This design comes from an exercise in tuning for small area, a short achievable clock period and few clock cycles per item on the open sky130 flow, not from production work.
At most, simulation tests tie the RTL to the original design; equivalence was not proved.
The clock port is modelled as an ideal driver, which makes a skipped or thinned clock tree look cheaper than it is; a real chip needs a root buffer or a tree.

==> inputs of exp/quartz <==
==> flow/design.v (excerpt) <==
module serpent_round_ctrl
#(
    parameter int NUM_ROUNDS = 32,
    parameter int KIDX_W     = 6
) (
    input  logic                     clk,
    input  logic                     rst,
    input  logic                     in_valid,
    output logic                     in_ready,
    input  logic [SERPENT_BLK_W-1:0] in_data,
    output logic [KIDX_W-1:0]        key_idx,
    input  logic [SERPENT_BLK_W-1:0] key_in,
    output logic                     out_valid,
    input  logic                     out_ready,
    output logic [SERPENT_BLK_W-1:0] out_data
);
==> module s_box, before the edit <==
module s_box (
    input  logic [2:0]   i_sel,
    input  logic [127:0] i_data,
    output logic [127:0] o_data
);
    localparam logic [511:0] SBOX = {
        64'h6539AC47B28E0FD1,
        64'h0A3DF19EB6485C27,
        64'h176D8E30C9A4B25F,
        64'hD7E9A4526B0C38F1,
        64'hE57A421D369C8BF0,
        64'h25B04E1DFAC39768,
        64'h43D68EB1A50972CF,
        64'hC90724DEB56A1F83
    };
    for (genvar b = 0; b < 32; b++) begin : g_col
        logic [3:0] w_nib;
        assign w_nib = SBOX[{i_sel, i_data[96+b], i_data[64+b], i_data[32+b], i_data[b]}*4 +: 4];
        assign o_data[b]    = w_nib[0];
        assign o_data[32+b] = w_nib[1];
        assign o_data[64+b] = w_nib[2];
        assign o_data[96+b] = w_nib[3];
    end
endmodule
==> module serpent_round_ctrl, before the edit <==
module serpent_round_ctrl
#(
    parameter int NUM_ROUNDS = 32,
    parameter int KIDX_W     = 6
) (
    input  logic                     clk,
    input  logic                     rst,
    input  logic                     in_valid,
    output logic                     in_ready,
    input  logic [SERPENT_BLK_W-1:0] in_data,
    output logic [KIDX_W-1:0]        key_idx,
    input  logic [SERPENT_BLK_W-1:0] key_in,
    output logic                     out_valid,
    input  logic                     out_ready,
    output logic [SERPENT_BLK_W-1:0] out_data
);
    localparam logic [KIDX_W-1:0] LAST_RND  = KIDX_W'(NUM_ROUNDS - 1);
    localparam logic [KIDX_W-1:0] FINAL_IDX = KIDX_W'(NUM_ROUNDS);
    serpent_pkg::state_t      r_state;
    serpent_pkg::state_t      w_state_n;
    logic [SERPENT_BLK_W-1:0] r_blk, w_blk_n;
    logic [KIDX_W-1:0]        r_rnd, w_rnd_n;
    logic [SERPENT_BLK_W-1:0] r_out_data, w_out_data_n;
    logic                     r_out_valid, w_out_valid_n;
    logic [SERPENT_BLK_W-1:0] w_mix, w_sub, w_lt;
    assign w_mix = r_blk ^ key_in;
    s_box u_s_box (
        .i_sel  (r_rnd[2:0]),
        .i_data (w_mix),
        .o_data (w_sub)
    );
    serpent_lt u_lt (
        .i_data (w_sub),
        .o_data (w_lt)
    );
    always_comb begin
        w_state_n     = r_state;
        w_blk_n       = r_blk;
        w_rnd_n       = r_rnd;
        w_out_data_n  = r_out_data;
        w_out_valid_n = r_out_valid;
        case (r_state)
            IDLE: begin
                if (in_valid) begin
                    w_blk_n   = in_data;
                    w_rnd_n   = '0;
                    w_state_n = ROUND;
                end
            end
            ROUND: begin
                if (r_rnd < LAST_RND) begin
                    w_blk_n = w_lt;
                    w_rnd_n = r_rnd + 1'b1;
                end else begin
                    w_blk_n   = w_sub;
                    w_rnd_n   = FINAL_IDX;
                    w_state_n = FINAL;
                end
            end
            FINAL: begin
                w_out_data_n  = w_mix;
                w_out_valid_n = 1'b1;
                w_state_n     = DONE;
            end
            DONE: begin
                if (out_ready) begin
                    w_out_valid_n = 1'b0;
                    w_rnd_n       = '0;
                    w_state_n     = IDLE;
                end
            end
            default: begin
                w_out_valid_n = 1'b0;
                w_rnd_n       = '0;
                w_state_n     = IDLE;
            end
        endcase
    end
    always_ff @(posedge clk) begin
        if (rst) begin
            r_state     <= IDLE;
            r_blk       <= '0;
            r_rnd       <= '0;
            r_out_data  <= '0;
            r_out_valid <= 1'b0;
        end else begin
            r_state     <= w_state_n;
            r_blk       <= w_blk_n;
            r_rnd       <= w_rnd_n;
            r_out_data  <= w_out_data_n;
            r_out_valid <= w_out_valid_n;
        end
    end
    assign in_ready  = (r_state == IDLE);
    assign key_idx   = r_rnd;
    assign out_valid = r_out_valid;
    assign out_data  = r_out_data;
endmodule
Settings: LEC_CHECK=0, CAP_MARGIN=20, CORE_MARGIN=2, CORE_UTILIZATION=30, SLEW_MARGIN=20; clock period 6.0 ns.
run.sh (not shown) runs the stock make flow with config.mk's settings and CLKGATE_MAP_FILE= SYNTH_SCRIPT=/design/flow/synth_recipe.tcl, a recipe that flattens the netlist after the stock synthesis.
==> inputs of exp/garnet, as changes to exp/quartz <==
==> flow/design.v (replaced) <==
package serpent_pkg;
    localparam int SERPENT_BLK_W  = 128;
    localparam int SERPENT_WORD_W = 32;
    typedef enum logic [1:0] {
        IDLE  = 2'd0,
        ROUND = 2'd1,
        FINAL = 2'd2,
        DONE  = 2'd3
    } state_t;
    function automatic logic [31:0] rotl32(
        input logic [31:0]               x,
        input int unsigned               n
    );
        rotl32 = (x << n) | (x >> (32 - n));
    endfunction
endpackage
module s_box (
    input  logic [2:0]   i_sel,
    input  logic [127:0] i_data,
    output logic [127:0] o_data
);
    logic [63:0] w_tab;
    always_comb begin
        case (i_sel)
            3'd0: w_tab = 64'h1cb6c716a9d47187;    
            3'd1: w_tab = 64'hc396976419b552cd;    
            3'd2: w_tab = 64'h2e93b44b568d6359;    
            3'd3: w_tab = 64'h25e94da6a4d6639c;    
            3'd4: w_tab = 64'h913ee952b4c663a6;    
            3'd5: w_tab = 64'hb856e69269cad24b;    
            3'd6: w_tab = 64'h1ce97493662dd24b;    
            3'd7: w_tab = 64'h5b94196d69c33e89;    
            default: w_tab = 'x;
        endcase
    end
    for (genvar b = 0; b < 32; b++) begin : g_col
        logic [3:0] w_nib;
        assign w_nib = {i_data[96+b], i_data[64+b], i_data[32+b], i_data[b]};
        assign o_data[b]    = w_tab[w_nib];
        assign o_data[32+b] = w_tab[16 + w_nib];
        assign o_data[64+b] = w_tab[32 + w_nib];
        assign o_data[96+b] = w_tab[48 + w_nib];
    end
endmodule
import serpent_pkg::*;
module serpent_lt
(
    input  logic [SERPENT_BLK_W-1:0] i_data,
    output logic [SERPENT_BLK_W-1:0] o_data
);
    logic [31:0] w_x0a, w_x2a, w_x1b, w_x3b, w_x1c, w_x3c, w_x0d, w_x2d, w_x0e, w_x2e;
    assign w_x0a = serpent_pkg::rotl32(i_data[31:0], 13);
    assign w_x2a = serpent_pkg::rotl32(i_data[95:64], 3);
    assign w_x1b = i_data[63:32] ^ w_x0a ^ w_x2a;
    assign w_x3b = i_data[127:96] ^ w_x2a ^ (w_x0a << 3);
    assign w_x1c = serpent_pkg::rotl32(w_x1b, 1);
    assign w_x3c = serpent_pkg::rotl32(w_x3b, 7);
    assign w_x0d = w_x0a ^ w_x1c ^ w_x3c;
    assign w_x2d = w_x2a ^ w_x3c ^ (w_x1c << 7);
    assign w_x0e = serpent_pkg::rotl32(w_x0d, 5);
    assign w_x2e = serpent_pkg::rotl32(w_x2d, 22);
    assign o_data = {w_x3c, w_x2e, w_x1c, w_x0e};
endmodule
import serpent_pkg::*;
module serpent_round_ctrl
#(
    parameter int NUM_ROUNDS = 32,
    parameter int KIDX_W     = 6
) (
    input  logic                     clk,
    input  logic                     rst,
    input  logic                     in_valid,
    output logic                     in_ready,
    input  logic [SERPENT_BLK_W-1:0] in_data,
    output logic [KIDX_W-1:0]        key_idx,
    input  logic [SERPENT_BLK_W-1:0] key_in,
    output logic                     out_valid,
    input  logic                     out_ready,
    output logic [SERPENT_BLK_W-1:0] out_data
);
    localparam logic [KIDX_W-1:0] FINAL_IDX = KIDX_W'(NUM_ROUNDS);
    logic [SERPENT_BLK_W-1:0] r_blk;         
    logic [KIDX_W-1:0]        r_rnd;         
    logic                     r_run;         
    logic                     r_out_valid;   
    logic [SERPENT_BLK_W-1:0] w_sub, w_lt, w_pre;
    logic                     w_last, w_hold, w_load;
    s_box u_s_box (
        .i_sel  (r_rnd[2:0]),
        .i_data (r_blk),
        .o_data (w_sub)
    );
    serpent_lt u_lt (
        .i_data (w_sub),
        .o_data (w_lt)
    );
    assign w_last = r_rnd[5];                        
    assign w_hold = r_out_valid & ~out_ready;
    assign w_load = ~r_run;
    assign w_pre  = w_load ? in_data : (w_last ? w_sub : w_lt);
    always_ff @(posedge clk) begin
        if (!w_hold) r_blk <= w_pre ^ key_in;
    end
    always_ff @(posedge clk) begin
        if (rst) begin
            r_rnd       <= '0;
            r_run       <= 1'b0;
            r_out_valid <= 1'b0;
        end else if (r_run) begin
            if (w_last) begin
                r_rnd       <= '0;
                r_run       <= 1'b0;
                r_out_valid <= 1'b1;
            end else begin
                r_rnd       <= r_rnd + 1'b1;
            end
        end else if (!w_hold) begin
            r_out_valid <= 1'b0;
            if (in_valid) begin
                r_rnd <= KIDX_W'(1);
                r_run <= 1'b1;
            end
        end
    end
    assign in_ready  = ~r_run & ~w_hold;
    assign key_idx   = r_rnd;
    assign out_valid = r_out_valid;
    assign out_data  = r_blk;
endmodule
==> comparison <==
- exp/quartz ran to the end with no violations. exp/garnet ran to the end with no violations.
- Against exp/quartz, the synthesized cell count of exp/garnet is smaller by 60%.
- Against exp/quartz, the utilization of exp/garnet is lower by 1.0 points.
- Fmax: exp/garnet is larger than exp/quartz (about 17%).
==> figures <==
Status: exp/garnet timing/DRC/antenna clean; exp/quartz timing/DRC/antenna clean
Clock Buffer Count: exp/garnet 18; exp/quartz 54
First-pass GRT wire length: exp/garnet 214 mm; exp/quartz 366 mm
Most common library cell in the layout ignoring fill and taps: exp/garnet sky130_fd_sc_hd__mux4_2; exp/quartz sky130_fd_sc_hd__nor2_1
Stage delay of the slowest cell on the critical path: exp/garnet 1.15 ns; exp/quartz 0.78 ns
Adder-cell area share of the yosys netlist: exp/garnet 0.00386; exp/quartz 0.0702
Worst Slack Setup Final: exp/garnet 1.19 ns; exp/quartz 0.387 ns
# nets final: exp/garnet 2967; exp/quartz 7287
Share of the synthesized area in the top cell type: exp/garnet 0.345; exp/quartz 0.112
End of the worst hold path: exp/garnet r_rnd[4]; exp/quartz r_blk[39]
Vias in the first global route: exp/garnet 25847; exp/quartz 51595
RR Startpoint: exp/garnet u_s_box.w_tab[46]; exp/quartz r_rnd[1]
Launch point of the critical path: exp/garnet u_s_box.w_tab[46]; exp/quartz key_in[43]
Testbench counts of exp/quartz, summed over its fixed seeds: cycles 13,440, blocks 384.
Function not checked in exp/garnet: the RTL went through the layout flow alone.

========
==> inputs of wip/raven <==
Another version of the RTL of serpent_round_ctrl (not shown whole).
## serpent_round_ctrl
module serpent_round_ctrl
#(
    parameter int NUM_ROUNDS = 32,
    parameter int KIDX_W     = 6
) (
    input  logic                     clk,
    input  logic                     rst,
    input  logic                     in_valid,
    output logic                     in_ready,
    input  logic [SERPENT_BLK_W-1:0] in_data,
    output logic [KIDX_W-1:0]        key_idx,
    input  logic [SERPENT_BLK_W-1:0] key_in,
    output logic                     out_valid,
    input  logic                     out_ready,
    output logic [SERPENT_BLK_W-1:0] out_data
);
    localparam logic [KIDX_W-1:0] FINAL_IDX = KIDX_W'(NUM_ROUNDS);
    logic [SERPENT_BLK_W-1:0] r_p;           
    logic [SERPENT_BLK_W-1:0] r_q;           
    logic [KIDX_W-1:0]        r_p_idx;       
    logic [KIDX_W-1:0]        r_q_idx;       
    logic                     r_p_vld, r_q_vld;
    logic [KIDX_W-1:0]        r_key_idx;     
    logic                     r_done;        
    logic                     r_in_ready;    
    logic [SERPENT_BLK_W-1:0] w_sub, w_lt, w_pre;
    logic                     w_p_done, w_stall, w_q_last;
    logic                     w_p_vld_n, w_q_vld_n;
    logic [KIDX_W-1:0]        w_p_idx_n, w_q_idx_n;
    logic [63:0] r_tab, w_tab_n;
    s_box_tab u_s_box_tab (
        .i_sel (w_p_idx_n[2:0]),
        .o_tab (w_tab_n)
    );
    s_box u_s_box (
        .i_tab  (r_tab),
        .i_data (r_p),
        .o_data (w_sub)
    );
    serpent_lt u_lt (
        .i_data (r_q),
        .o_data (w_lt)
    );
    assign w_p_done = r_done;                         
    assign w_stall  = w_p_done & ~out_ready;
    assign w_q_last = r_q_idx[5];                     
    assign w_pre    = ~r_q_vld ? in_data : (w_q_last ? r_q : w_lt);
    always_ff @(posedge clk) begin
        if (rst)           r_p <= '0;
        else if (!w_stall) r_p <= w_pre ^ key_in;
    end
    always_ff @(posedge clk) begin
        if (!w_stall) r_q <= w_sub;
    end
    always_ff @(posedge clk) begin
        r_tab <= w_tab_n;
    end
    always_comb begin
        w_q_vld_n = r_p_vld & ~w_p_done;
        w_q_idx_n = r_p_idx + 1'b1;
  ...
==> module serpent_round_ctrl, before the edit <==
module serpent_round_ctrl
#(
    parameter int NUM_ROUNDS = 32,
    parameter int KIDX_W     = 6
) (
    input  logic                     clk,
    input  logic                     rst,
    input  logic                     in_valid,
    output logic                     in_ready,
    input  logic [SERPENT_BLK_W-1:0] in_data,
    output logic [KIDX_W-1:0]        key_idx,
    input  logic [SERPENT_BLK_W-1:0] key_in,
    output logic                     out_valid,
    input  logic                     out_ready,
    output logic [SERPENT_BLK_W-1:0] out_data
);
    localparam logic [KIDX_W-1:0] FINAL_IDX = KIDX_W'(NUM_ROUNDS);
    logic [SERPENT_BLK_W-1:0] r_p;           
    logic [SERPENT_BLK_W-1:0] r_q;           
    logic [KIDX_W-1:0]        r_p_idx;       
    logic [KIDX_W-1:0]        r_q_idx;       
    logic                     r_p_vld, r_q_vld;
    logic [KIDX_W-1:0]        r_key_idx;     
    logic                     r_done;        
    logic                     r_in_ready;    
    logic [SERPENT_BLK_W-1:0] w_sub, w_lt, w_pre;
    logic                     w_p_done, w_stall, w_q_last;
    logic                     w_p_vld_n, w_q_vld_n;
    logic [KIDX_W-1:0]        w_p_idx_n, w_q_idx_n;
    logic [63:0] r_tab, w_tab_n;
    s_box_tab u_s_box_tab (
        .i_sel (w_p_idx_n[2:0]),
        .o_tab (w_tab_n)
    );
    s_box u_s_box (
        .i_tab  (r_tab),
        .i_data (r_p),
        .o_data (w_sub)
    );
    serpent_lt u_lt (
        .i_data (r_q),
        .o_data (w_lt)
    );
    assign w_p_done = r_done;                         
    assign w_stall  = w_p_done & ~out_ready;
    assign w_q_last = r_q_idx[5];                     
    assign w_pre    = ~r_q_vld ? in_data : (w_q_last ? r_q : w_lt);
    always_ff @(posedge clk) begin
        if (rst)           r_p <= '0;
        else if (!w_stall) r_p <= w_pre ^ key_in;
    end
    always_ff @(posedge clk) begin
        if (!w_stall) r_q <= w_sub;
    end
    always_ff @(posedge clk) begin
        r_tab <= w_tab_n;
    end
    always_comb begin
        w_q_vld_n = r_p_vld & ~w_p_done;
        w_q_idx_n = r_p_idx + 1'b1;
        w_p_vld_n = r_q_vld | (in_valid & in_ready);
        w_p_idx_n = r_q_vld ? r_q_idx : '0;
    end
    always_ff @(posedge clk) begin
        if (rst) begin
            r_p_vld   <= 1'b0;
            r_q_vld   <= 1'b0;
            r_p_idx   <= '0;
            r_q_idx   <= '0;
            r_key_idx <= '0;
            r_done    <= 1'b0;
            r_in_ready <= 1'b1;
        end else if (!w_stall) begin
            r_p_vld   <= w_p_vld_n;
            r_q_vld   <= w_q_vld_n;
            r_p_idx   <= w_p_idx_n;
            r_q_idx   <= w_q_idx_n;
            r_key_idx <= w_q_vld_n ? w_q_idx_n : '0;
            r_done    <= r_q_vld & r_q_idx[5];
            r_in_ready <= ~w_q_vld_n & ~(r_q_vld & r_q_idx[5]);
        end
    end
    assign in_ready  = r_in_ready;
    assign key_idx   = r_key_idx;
    assign out_valid = w_p_done;
    assign out_data  = r_p;
endmodule
clock: 6.0 ns
lec_check: 0
cap_margin: 20
core_margin: 2
core_utilization: 40
setup_slack_margin: 3.85
slew_margin: 20
standard.sh (not shown) runs the stock make flow with config.mk's settings and CLKGATE_MAP_FILE= SYNTH_SCRIPT=/design/flow/synth_recipe.tcl, a recipe that flattens the netlist after the stock synthesis.
==> flow/flow/run.sh <==
#!/bin/bash
# Own layout flow: the standard ORFS flow (standard.sh) with three changes to how the
# layout is built:
#  - the port buffers are plain buffers (buf_1, sized up later by repair where timing needs it)
#    rather than the delay buffers buffer_ports picks on its own;
#  - timing repair may resize cells across footprints;
#  - the clock tree is built by flow/manual_cts.tcl (two buffer levels: 4 root buffers on the
#    clock port, leaf buffers of at most 16 flip-flops) in place of TritonCTS's three levels.
# Each tool's full output goes to standard.log in the work folder.
set -uo pipefail
here=$(pwd)
export BUFFER_PORTS_ARGS="-buffer_cell sky130_fd_sc_hd__buf_1"
export MATCH_CELL_FOOTPRINT=0
export PRE_CTS_TCL="$here/flow/manual_cts.tcl"
export MANUAL_CTS_ROOTS=4
export MANUAL_CTS_LEAF_SIZE=16
bash standard.sh "BUFFER_PORTS_ARGS=$BUFFER_PORTS_ARGS" MATCH_CELL_FOOTPRINT=0 \
  "PRE_CTS_TCL=$PRE_CTS_TCL" MANUAL_CTS_ROOTS=4 MANUAL_CTS_LEAF_SIZE=16 finish > standard.log 2>&1
status=$?
tail -5 standard.log
exit $status
Other scripts of this flow, unchanged in this note and not shown: flow/flow/manual_cts.tcl
==> inputs of wip/ember, as changes to wip/raven <==
--- a/flow/design.v
+++ b/flow/design.v
@@ -112,7 +112,9 @@
     always_ff @(posedge clk) begin
-        if (rst)           r_p <= '0;
-        else if (!w_stall) r_p <= w_pre ^ key_in;
-    end
-    always_ff @(posedge clk) begin
-        if (!w_stall) r_q <= w_sub;
+        if (rst) begin
+            r_p <= '0;
+            r_q <= '0;
+        end else if (!w_stall) begin
+            r_p <= w_pre ^ key_in;
+            r_q <= w_sub;
+        end
     end
SETUP_SLACK_MARGIN = 3.7   (was 3.85)
==> inputs of wip/xenon, as changes to wip/raven <==
CORE_UTILIZATION = 45   (was 40)
SETUP_SLACK_MARGIN = 3.7   (was 3.85)
==> qor summary <==
|  | wip/ember | wip/xenon | wip/raven |
|---|---|---|---|
| Via density per instance | 7.15 | 7.75 | 7.66 |
| Average wire per cell in the routed design | 36.6 um | 40.7 um | 41.4 um |
| Capture point of the critical path | r_p[115] | r_p[53] | r_p[44] |
| Number of global-route vias before repair | 30,300 | 27,700 | 29,600 |
| Area fraction of the dominant cell type after synthesis | 32.7% | 39.3% | 39.3% |
| Sequential standard cell area | 7090 um^2 | 8340 um^2 | 8480 um^2 |
| Sequential cell area share | 18.2% | 22.2% | 21.3% |
| Run status | complete, no violations | complete, no violations | complete, no violations |
| Final Wtd Congestion | 0.993 | 0.989 | 0.964 |
| Reg2Reg Depth | 5 | 5 | 6 |
| Number of enable flip-flop cells after synthesis | 0 | 128 | 128 |
Testbench counts of wip/raven, summed over its fixed seeds: cycles 12,864, blocks 384.
Testbench counts of wip/ember, summed over its fixed seeds: cycles 12,864, blocks 384.
Testbench counts of wip/xenon, summed over its fixed seeds: cycles 12,864, blocks 384.
In every run of this note, the design's own scripts or RTL, not TritonCTS, make the clock network.

what the ideal ports hide:
In the flow no input, the clock included, has a driving cell. The finished layouts below were timed again as built, in two steps. Step 1 sets driving cells, clkbuf_16 on the clock port and buf_2 on the other inputs (assumed; they add their load-dependent delay and slew). Step 2 adds t to the input delays and takes it off the output delays; t is the mean of the earliest and latest rising clock arrival at the registers after step 1. Input paths then give back, and output paths get back, about the clock's delay inside the block. Three values: ideal ports, drivers, drivers and shift; two values: the first two.
run	t, ns	setup slack, ns	worst register clock-pin slew, ns	worst slew at a driven data input, ns	pins driven straight from the clock port
exp/quartz	0.737	0.387 / 0.437 / -0.300	0.07 / 0.07	0.14	1
exp/garnet	0.580	1.185 / 1.185 / 1.185	0.11 / 0.11	0.12	1
wip/raven	0.511	3.564 / 3.564 / 3.454	0.09 / 0.09	0.08	4
wip/ember	0.541	3.551 / 3.511 / 3.264	0.09 / 0.09	0.17	4
wip/xenon	0.515	3.557 / 3.549 / 3.328	0.08 / 0.08	0.10	4
Met with ideal ports but missed after step 2: setup timing in exp/quartz. The setup slack of exp/quartz, which loses most, moves by +0.050 ns with the drivers and by -0.687 ns with both steps.
